Background: an optimization exercise with open tools, aiming at small area, a short achievable clock period and few clock cycles. Do not read the settings as production practice.
Function was checked by simulation only, so behaviour that the tests miss may differ from the original.
Power and IR drop assume default switching activity.

==> build 62: inputs <==
Design letter_word_edge_histogram, start of the top module:
module letter_word_edge_histogram (
	input  wire                    clk,
	input  wire                    arst_n,
	input  wire                    in_valid,
	output logic                   in_stall,
	input  wire  [14:0]            in_data,
	output logic                   out_valid,
	input  wire                    out_stall,
	output logic [127:0]           out_data,
	input  wire                    cfg_wr_en,
	input  wire                    cfg_wr_data
);
	logic        case_sensitive_q;
	logic        head_valid;
	logic [lweh_pkg::ENT_W-1:0] head;
	logic        take;
	logic        c_valid, c_letter, c_first, c_end, c_read, c_inr;
	logic [3:0]  c_lane;
	logic [12:0] c_row;
	always_ff @(posedge clk or negedge arst_n) begin
		if (!arst_n)
			case_sensitive_q <= 1'b0;
		else if (cfg_wr_en)
			case_sensitive_q <= cfg_wr_data;
	end
	lweh_queue u_queue (
		.clk        (clk),
		.arst_n     (arst_n),
		.in_valid   (in_valid),
		.in_stall   (in_stall),
		.in_data    (in_data),
		.mode       (case_sensitive_q),
		.pop        (take && head_valid),
		.head_valid (head_valid),
		.head       (head)
	);
	lweh_front u_front (
  ...
make LEC_CHECK=0 ABC_CLOCK_PERIOD_IN_PS=2500 CAP_MARGIN=20 CORE_MARGIN=2 CORE_UTILIZATION=60 CTS_CLUSTER_DIAMETER=80 CTS_CLUSTER_SIZE=24 PLACE_DENSITY=0.68 SETUP_SLACK_MARGIN=1.75 SLEW_MARGIN=20 finish   # period 5.0 ns
run.sh (not shown) runs the stock make flow with config.mk's settings and CLKGATE_MAP_FILE= SYNTH_SCRIPT=/design/flow/synth_recipe.tcl, a recipe that flattens the netlist after the stock synthesis.
==> build 55: changes against build 62 <==
--- a/flow/design.v
+++ b/flow/design.v
@@ -47,67 +47,89 @@
 `default_nettype none
 module lweh_front (
 	input  wire         clk,
 	input  wire         arst_n,
 	input  wire         head_valid,
 	input  wire  [lweh_pkg::ENT_W-1:0] head,
+	output logic        pop,          
 	input  wire         take,         
 	output logic        c_valid,      
 	output logic        c_letter,
 	output logic        c_first,
 	output logic        c_end,
 	output logic        c_read,
 	output logic        c_inr,        
 	output logic [3:0]  c_lane,       
 	output logic [12:0] c_row         
 );
-	logic        mode, op, is_letter, u, c0;
+	logic        mode, op, is_letter, inr, u, c0;
 	logic [12:0] row;
 	logic        in_word_q;
 	logic        last_u_q;
 	logic        last_c0_q;
 	logic [12:0] last_row_q;
 	logic        s_u, s_c0;
-	assign {mode, op, is_letter, c_inr, u, c0, row} = head;
+	logic        n_letter, n_first, n_end, n_read;
+	logic [3:0]  n_lane;
+	logic [12:0] n_row;
+	assign {mode, op, is_letter, inr, u, c0, row} = head;
+	assign pop = head_valid && (!c_valid || take);
 	always_comb begin
-		c_letter = 1'b0;
-		c_first  = 1'b0;
-		c_end    = 1'b0;
-		c_read   = 1'b0;
+		n_letter = 1'b0;
+		n_first  = 1'b0;
+		n_end    = 1'b0;
+		n_read   = 1'b0;
 		s_u      = u;
 		s_c0     = c0;
-		c_row    = row;
+		n_row    = row;
 		if (op) begin
-			c_read = 1'b1;
+			n_read = 1'b1;
 		end else if (is_letter) begin
-			c_letter = 1'b1;
-			c_first  = !in_word_q;
+			n_letter = 1'b1;
+			n_first  = !in_word_q;
 			s_u      = u && mode;
 		end else begin
-			c_end = in_word_q;
+			n_end = in_word_q;
 			s_u   = last_u_q && mode;
 			s_c0  = last_c0_q;
-			c_row = last_row_q;
+			n_row = last_row_q;
+		end
+		n_lane = {s_u && s_c0, s_u && !s_c0, !s_u && s_c0, !s_u && !s_c0};
+	end
+	always_ff @(posedge clk) begin
+		if (pop) begin
+			c_letter <= n_letter;
+			c_first  <= n_first;
+			c_end    <= n_end;
+			c_read   <= n_read;
+			c_inr    <= inr;
+			c_lane   <= n_lane;
+			c_row    <= n_row;
 		end
-		c_valid = head_valid && (c_letter || c_end || c_read);
-		c_lane  = {s_u && s_c0, s_u && !s_c0, !s_u && s_c0, !s_u && !s_c0};
 	end
 	always_ff @(posedge clk or negedge arst_n) begin
 		if (!arst_n) begin
+			c_valid    <= 1'b0;
 			in_word_q  <= 1'b0;
 			last_u_q   <= 1'b0;
 			last_c0_q  <= 1'b0;
 			last_row_q <= '0;
-		end else if (take && head_valid && !op) begin
-			if (is_letter) begin
-				in_word_q  <= 1'b1;
-				last_u_q   <= u;
-				last_c0_q  <= c0;
-				last_row_q <= row;
-			end else begin
-				in_word_q <= 1'b0;
+		end else begin
+			if (pop)
+				c_valid <= n_letter || n_end || n_read;
+			else if (take)
+				c_valid <= 1'b0;
+			if (pop && !op) begin
+				if (is_letter) begin
+					in_word_q  <= 1'b1;
+					last_u_q   <= u;
+					last_c0_q  <= c0;
+					last_row_q <= row;
+				end else begin
+					in_word_q <= 1'b0;
+				end
 			end
 		end
 	end
 endmodule
 `default_nettype wire
 `default_nettype none
@@ -217,24 +239,25 @@
 	logic            r_valid_q;
 	logic [3*W-1:0]  r_ring_q;
 	logic [3*DW-1:0] r_pend_q;
 	logic [W-1:0]    r_total_q;
 	logic           o_valid_q;
 	logic [127:0]   o_data_q;
-	logic            hold, go, cap, s_rd, r_move;
+	logic            hold, go, go_cnt, cap, s_rd, r_move;
 	logic [NL-1:0]   skip_q;
 	logic [NR-1:0]   c_pos_hot;
 	logic [3*DW-1:0] rd_pend;
 	assign out_valid = o_valid_q;
 	assign out_data  = o_data_q;
 	always_comb begin
 		s_rd = s_valid_q && s_read_q;
 		r_move = r_valid_q && (!o_valid_q || !out_stall);
 		cap    = rw_valid_q && (|(rw_pos_q & lweh_pkg::TAPS)) && (!r_valid_q || r_move);
 		hold = s_valid_q && (ovf_q || (s_read_q && rw_valid_q && !cap));
 		go   = s_valid_q && !hold;
+		go_cnt = s_valid_q && !ovf_q;
 		take = !hold;
 	end
 	always_comb begin
 		rot_n = {rot_q[NR-2:0], rot_q[NR-1]};
 		for (int y = 0; y < NR; y++)
 			hrow[y] = rot_q[(NR - 1 - y) % NR];
@@ -243,35 +266,35 @@
 			for (int y = 0; y < NR; y++)
 				c_pos_hot[p] = c_pos_hot[p] | (c_row[y] && rot_n[(p - y + NR) % NR]);
 		end
 	end
 	logic ovf_c, ovf_s;
 	always_comb begin
-		logic clr, same, inc_o, inc_b, inc_e;
+		logic c_clr, same, inc_o, inc_b, inc_e;
 		logic f3o, f3b, f3e, f2o, f2b, f2e;
 		f3o = 1'b0; f3b = 1'b0; f3e = 1'b0;
 		f2o = 1'b0; f2b = 1'b0; f2e = 1'b0;
 		for (int l = 0; l < NL; l++)
-			for (int r = 0; r < NR; r++) begin
-				clr = hrow[r] && !skip_q[l];
-				if (c_lane[l] && c_row[r] && !clr) begin
+			for (int r = 0; r < NR; r++)
+				if (c_lane[l] && c_row[r]) begin
 					f3o = f3o | (pocc_q[l][r] == 2'd3);
 					f3b = f3b | (pbeg_q[l][r] == 2'd3);
 					f3e = f3e | (pend_q[l][r] == 2'd3);
 					f2o = f2o | (pocc_q[l][r] == 2'd2);
 					f2b = f2b | (pbeg_q[l][r] == 2'd2);
 					f2e = f2e | (pend_q[l][r] == 2'd2);
 				end
-			end
-		ovf_s = ovf_q && !(|(s_row_q & hrow) && |(s_lane_q & ~skip_q));
-		same  = (|(s_lane_q & c_lane)) && (|(s_row_q & c_row)) && go;
+		c_clr = (|(c_row & hrow)) && (|(c_lane & ~skip_q));
+		ovf_s = ovf_q && !((|(s_row_q & hrow)) && (|(s_lane_q & ~skip_q)));
+		same  = (|(s_lane_q & c_lane)) && (|(s_row_q & c_row)) && go_cnt;
 		inc_o = same && s_letter_q;
 		inc_b = same && s_letter_q && s_first_q;
 		inc_e = same && s_end_q;
-		ovf_c = (c_letter && ((f3o || (f2o && inc_o)) || (c_first && (f3b || (f2b && inc_b))))) ||
-		        (c_end && (f3e || (f2e && inc_e)));
+		ovf_c = !c_clr &&
+		        ((c_letter && ((f3o || (f2o && inc_o)) || (c_first && (f3b || (f2b && inc_b))))) ||
+		         (c_end && (f3e || (f2e && inc_e))));
 	end
 	always_ff @(posedge clk) begin
 		if (take) begin
 			s_letter_q <= c_letter;
 			s_first_q  <= c_first;
 			s_end_q    <= c_end;
@@ -297,13 +320,13 @@
 			ovf_q  <= take ? ovf_c : ovf_s;
 			rot_q  <= rot_n;
 			vld_q  <= {vld_q[NR-2:0], 1'b1};
 			for (int l = 0; l < NL; l++)
 				skip_q[l] <= (rw_valid_q && rw_lane_q[l] && rw_pos_q[NR-2]) ||
 				             (s_rd && s_lane_q[l] && s_pos_q[NR-2]) ||
-				             (take && c_read && c_lane[l] && c_pos_hot[NR-1]);
+				             (take && c_valid && c_read && c_lane[l] && c_pos_hot[NR-1]);
 		end
 	end
 	for (genvar l = 0; l < NL; l++) begin : g_lane
 		logic [3*DW-1:0] hp;
 		logic [3*W-1:0]  base;
 		logic [2:0]      cy_q;      
@@ -327,13 +350,13 @@
 			end
 			for (int p = 2; p < NR; p++)
 				ring_q[l][p] <= ring_q[l][p-1];
 		end
 		for (genvar r = 0; r < NR; r++) begin : g_row
 			logic hit, clr;
-			assign hit = go && s_lane_q[l] && s_row_q[r];
+			assign hit = go_cnt && s_lane_q[l] && s_row_q[r];
 			assign clr = hrow[r] && !skip_q[l];
 			always_ff @(posedge clk or negedge arst_n) begin
 				if (!arst_n) begin
 					pocc_q[l][r] <= '0;
 					pbeg_q[l][r] <= '0;
 					pend_q[l][r] <= '0;
@@ -345,13 +368,13 @@
 			end
 		end
 	end
 	always_ff @(posedge clk or negedge arst_n) begin
 		if (!arst_n)
 			total_q <= '0;
-		else if (go && s_letter_q)
+		else if (go_cnt && s_letter_q)
 			total_q <= lweh_pkg::sat_inc(total_q);
 	end
 	always_comb begin
 		rd_pend = '0;
 		for (int l = 0; l < NL; l++)
 			for (int r = 0; r < NR; r++)
@@ -433,12 +456,13 @@
 	input  wire                    cfg_wr_data
 );
 	logic        case_sensitive_q;
 	logic        head_valid;
 	logic [lweh_pkg::ENT_W-1:0] head;
 	logic        take;
+	logic        pop;
 	logic        c_valid, c_letter, c_first, c_end, c_read, c_inr;
 	logic [3:0]  c_lane;
 	logic [12:0] c_row;
 	always_ff @(posedge clk or negedge arst_n) begin
 		if (!arst_n)
 			case_sensitive_q <= 1'b0;
@@ -449,21 +473,22 @@
 		.clk        (clk),
 		.arst_n     (arst_n),
 		.in_valid   (in_valid),
 		.in_stall   (in_stall),
 		.in_data    (in_data),
 		.mode       (case_sensitive_q),
-		.pop        (take && head_valid),
+		.pop        (pop),
 		.head_valid (head_valid),
 		.head       (head)
 	);
 	lweh_front u_front (
 		.clk        (clk),
 		.arst_n     (arst_n),
 		.head_valid (head_valid),
 		.head       (head),
+		.pop        (pop),
 		.take       (take),
 		.c_valid    (c_valid),
 		.c_letter   (c_letter),
 		.c_first    (c_first),
 		.c_end      (c_end),
 		.c_read     (c_read),
SETUP_SLACK_MARGIN = 1.85   (was 1.75)
==> trial 96: changes against build 62 <==
--- a/flow/design.v
+++ b/flow/design.v
@@ -1,12 +1,12 @@
 `default_nettype none
 package lweh_pkg;
 	localparam int COUNT_W = 32;
 	localparam int NLANE   = 4;
 	localparam int NROW    = 13;
-	localparam int DW      = 2;    
+	localparam int DW      = 3;    
 	localparam logic [NROW-1:0] TAPS = 13'b1_0100_1001_0010;
 	localparam int ENT_W   = 6 + NROW;
 	function automatic logic [NROW-1:0] row_hot(input logic [3:0] r);
 		row_hot = '0;
 		for (int i = 0; i < NROW; i++)
 			if (r == 4'(i))
@@ -211,28 +211,23 @@
 	logic [W-1:0]  total_q;
 	logic            rw_valid_q;
 	logic [NL-1:0]   rw_lane_q;   
 	logic [NR-1:0]   rw_pos_q;
 	logic [3*DW-1:0] rw_pend_q;
 	logic [W-1:0]    rw_total_q;
-	logic            r_valid_q;
-	logic [3*W-1:0]  r_ring_q;
-	logic [3*DW-1:0] r_pend_q;
-	logic [W-1:0]    r_total_q;
 	logic           o_valid_q;
 	logic [127:0]   o_data_q;
-	logic            hold, go, cap, s_rd, r_move;
+	logic            hold, go, cap, s_rd;
 	logic [NL-1:0]   skip_q;
 	logic [NR-1:0]   c_pos_hot;
 	logic [3*DW-1:0] rd_pend;
 	assign out_valid = o_valid_q;
 	assign out_data  = o_data_q;
 	always_comb begin
 		s_rd = s_valid_q && s_read_q;
-		r_move = r_valid_q && (!o_valid_q || !out_stall);
-		cap    = rw_valid_q && (|(rw_pos_q & lweh_pkg::TAPS)) && (!r_valid_q || r_move);
+		cap  = rw_valid_q && (|(rw_pos_q & lweh_pkg::TAPS)) && (!o_valid_q || !out_stall);
 		hold = s_valid_q && (ovf_q || (s_read_q && rw_valid_q && !cap));
 		go   = s_valid_q && !hold;
 		take = !hold;
 	end
 	always_comb begin
 		rot_n = {rot_q[NR-2:0], rot_q[NR-1]};
@@ -243,35 +238,27 @@
 			for (int y = 0; y < NR; y++)
 				c_pos_hot[p] = c_pos_hot[p] | (c_row[y] && rot_n[(p - y + NR) % NR]);
 		end
 	end
 	logic ovf_c, ovf_s;
 	always_comb begin
-		logic clr, same, inc_o, inc_b, inc_e;
-		logic f3o, f3b, f3e, f2o, f2b, f2e;
-		f3o = 1'b0; f3b = 1'b0; f3e = 1'b0;
-		f2o = 1'b0; f2b = 1'b0; f2e = 1'b0;
+		logic nf_o, nf_b, nf_e;
+		ovf_c = 1'b0;
+		ovf_s = 1'b0;
 		for (int l = 0; l < NL; l++)
 			for (int r = 0; r < NR; r++) begin
-				clr = hrow[r] && !skip_q[l];
-				if (c_lane[l] && c_row[r] && !clr) begin
-					f3o = f3o | (pocc_q[l][r] == 2'd3);
-					f3b = f3b | (pbeg_q[l][r] == 2'd3);
-					f3e = f3e | (pend_q[l][r] == 2'd3);
-					f2o = f2o | (pocc_q[l][r] == 2'd2);
-					f2b = f2b | (pbeg_q[l][r] == 2'd2);
-					f2e = f2e | (pend_q[l][r] == 2'd2);
-				end
+				nf_o = pocc_q[l][r][DW-1] && pocc_q[l][r][DW-2];
+				nf_b = pbeg_q[l][r][DW-1] && pbeg_q[l][r][DW-2];
+				nf_e = pend_q[l][r][DW-1] && pend_q[l][r][DW-2];
+				if (c_lane[l] && c_row[r] &&
+				    ((c_letter && (nf_o || (c_first && nf_b))) || (c_end && nf_e)))
+					ovf_c = 1'b1;
+				if (s_lane_q[l] && s_row_q[r] &&
+				    ((s_letter_q && (nf_o || (s_first_q && nf_b))) || (s_end_q && nf_e)))
+					ovf_s = 1'b1;
 			end
-		ovf_s = ovf_q && !(|(s_row_q & hrow) && |(s_lane_q & ~skip_q));
-		same  = (|(s_lane_q & c_lane)) && (|(s_row_q & c_row)) && go;
-		inc_o = same && s_letter_q;
-		inc_b = same && s_letter_q && s_first_q;
-		inc_e = same && s_end_q;
-		ovf_c = (c_letter && ((f3o || (f2o && inc_o)) || (c_first && (f3b || (f2b && inc_b))))) ||
-		        (c_end && (f3e || (f2e && inc_e)));
 	end
 	always_ff @(posedge clk) begin
 		if (take) begin
 			s_letter_q <= c_letter;
 			s_first_q  <= c_first;
 			s_end_q    <= c_end;
@@ -389,32 +376,25 @@
 		for (int l = 0; l < NL; l++)
 			for (int p = 0; p < NR; p++)
 				if (lweh_pkg::TAPS[p] && rw_sel_q[l][p])
 					rd_ring = rd_ring | ring_q[l][p];
 	end
 	always_ff @(posedge clk) begin
-		if (cap) begin
-			r_ring_q  <= rd_ring;
-			r_pend_q  <= rw_pend_q;
-			r_total_q <= rw_total_q;
-		end
-		if (r_move)
-			o_data_q <= {lweh_pkg::sat_add_fast(r_ring_q[3*W-1:2*W], r_pend_q[3*DW-1:2*DW]),
-			             lweh_pkg::sat_add_fast(r_ring_q[2*W-1:W],   r_pend_q[2*DW-1:DW]),
-			             lweh_pkg::sat_add_fast(r_ring_q[W-1:0],     r_pend_q[DW-1:0]),
-			             r_total_q};
+		if (cap)
+			o_data_q <= {lweh_pkg::sat_add_fast(rd_ring[3*W-1:2*W], rw_pend_q[3*DW-1:2*DW]),
+			             lweh_pkg::sat_add_fast(rd_ring[2*W-1:W],   rw_pend_q[2*DW-1:DW]),
+			             lweh_pkg::sat_add_fast(rd_ring[W-1:0],     rw_pend_q[DW-1:0]),
+			             rw_total_q};
 	end
 	always_ff @(posedge clk or negedge arst_n) begin
 		if (!arst_n) begin
 			rw_valid_q <= 1'b0;
-			r_valid_q  <= 1'b0;
 			o_valid_q  <= 1'b0;
 		end else begin
 			rw_valid_q <= (go && s_read_q) || (rw_valid_q && !cap);
-			r_valid_q  <= cap || (r_valid_q && !r_move);
-			if (r_move)
+			if (cap)
 				o_valid_q <= 1'b1;
 			else if (!out_stall)
 				o_valid_q <= 1'b0;
 		end
 	end
 endmodule
CORE_UTILIZATION = 55   (was 60)
CTS_CLUSTER_DIAMETER = default   (was 80)
CTS_CLUSTER_SIZE = default   (was 24)
PLACE_DENSITY = default   (was 0.68)
SETUP_SLACK_MARGIN = 1.8   (was 1.75)
==> out/qor.txt <==
=============================================================
Run status                   no timing/DRC/antenna violations
FF+latch area                                       0.122 mm²
Sequential cell count                                    5836
Number of instances in the synthesized netlist          12400
Worst setup slack before clock tree synthesis        0.788 ns
Post-cts resize count                                     185
Static leakage                                        81.6 nW
Seq/total area                                          61.9%
Int Power                                             77.2 mW
Global Route met2 Usage                                 55.4%
=============================================================
[end of results for trial 96]
==> out/qor.txt <==
===========================================================================
Routed wire length                                                   500 mm
Post-cts resize count                                                    29
FF+latch area                                                     0.123 mm²
Synth area leader                                                   dfxtp_1
Worst setup slack before clock tree synthesis                       1.23 ns
Critical Path Start Type                                               flop
Run status                                 no timing/DRC/antenna violations
Static leakage                                                      70.4 nW
Maximum number of pins on one net before global-route repair            138
Global Route met2 Usage                                               53.9%
Number of instances in the synthesized netlist                        12000
Seq/total area                                                        69.2%
===========================================================================
[end of results for build 55]
==> out/qor.txt <==
==============================================================
Number of instances in the synthesized netlist           12100
Sequential cell count                                     5812
Post-cts resize count                                      134
Area growth from synthesis to layout                     10.5%
Cell family with most CP delay                    compound AO/OA/AOI/OAI gates
I/O pin total                                              151
Global Route met2 Usage                                  56.1%
FF+latch area                                        0.122 mm²
H-tree levels                                                5
Seq/total area                                           68.0%
Count of placed standard cells including taps            15600
Unrepaired setup endpoints after global routing           true
Total power after layout                               72.7 mW
Register name with the most flops                 u_back.ring_q
Static leakage                                         72.6 nW
Top-area cell type share of the netlist area             62.3%
Int Power                                              58.0 mW
Run status                    no timing/DRC/antenna violations
Share of power burned in combinational logic              0.3%
==============================================================
[end of results for build 62]
Testbench counts of build 62, summed over its fixed seeds: cycles 20,365.
Testbench counts of build 55, summed over its fixed seeds: cycles 20,365.
Testbench counts of trial 96, summed over its fixed seeds: cycles 20,301.

[what the ideal ports hide]
The results above use ideal ports. As a check the final layouts listed here were re-extracted and re-timed, cells and wires unchanged. Step 1 (the two cells are an assumption about what drives the block):
set clk [get_ports {clk}]
set_driving_cell -lib_cell sky130_fd_sc_hd__clkbuf_16 $clk
set_driving_cell -lib_cell sky130_fd_sc_hd__buf_2 [delete_from_list [all_inputs] $clk]
Step 2 moves the port delays by t, midway between the first and last clock arrival at a register: inputs arrive t later, outputs are due t later. That takes back most of the time a late clock gives input paths. a / b / c = ideal / step 1 / step 2; a / b = the first two.
run	t (ns)	setup slack, ns	worst hold slack (ns)	pins driven straight from the clock port
build 62	1.036	1.125 / 1.125 / 0.624	0.134 / 0.068 / 0.312	1
build 55	1.036	1.802 / 1.802 / 1.236	0.028 / -0.022 / 0.310	1
trial 96	1.111	1.517 / 1.517 / 0.969	0.050 / -0.007 / 0.284	1
After both steps every run listed still meets setup and hold. The setup slack of build 55, which loses most, moves by 0.000 ns with the drivers and by -0.566 ns with both steps.
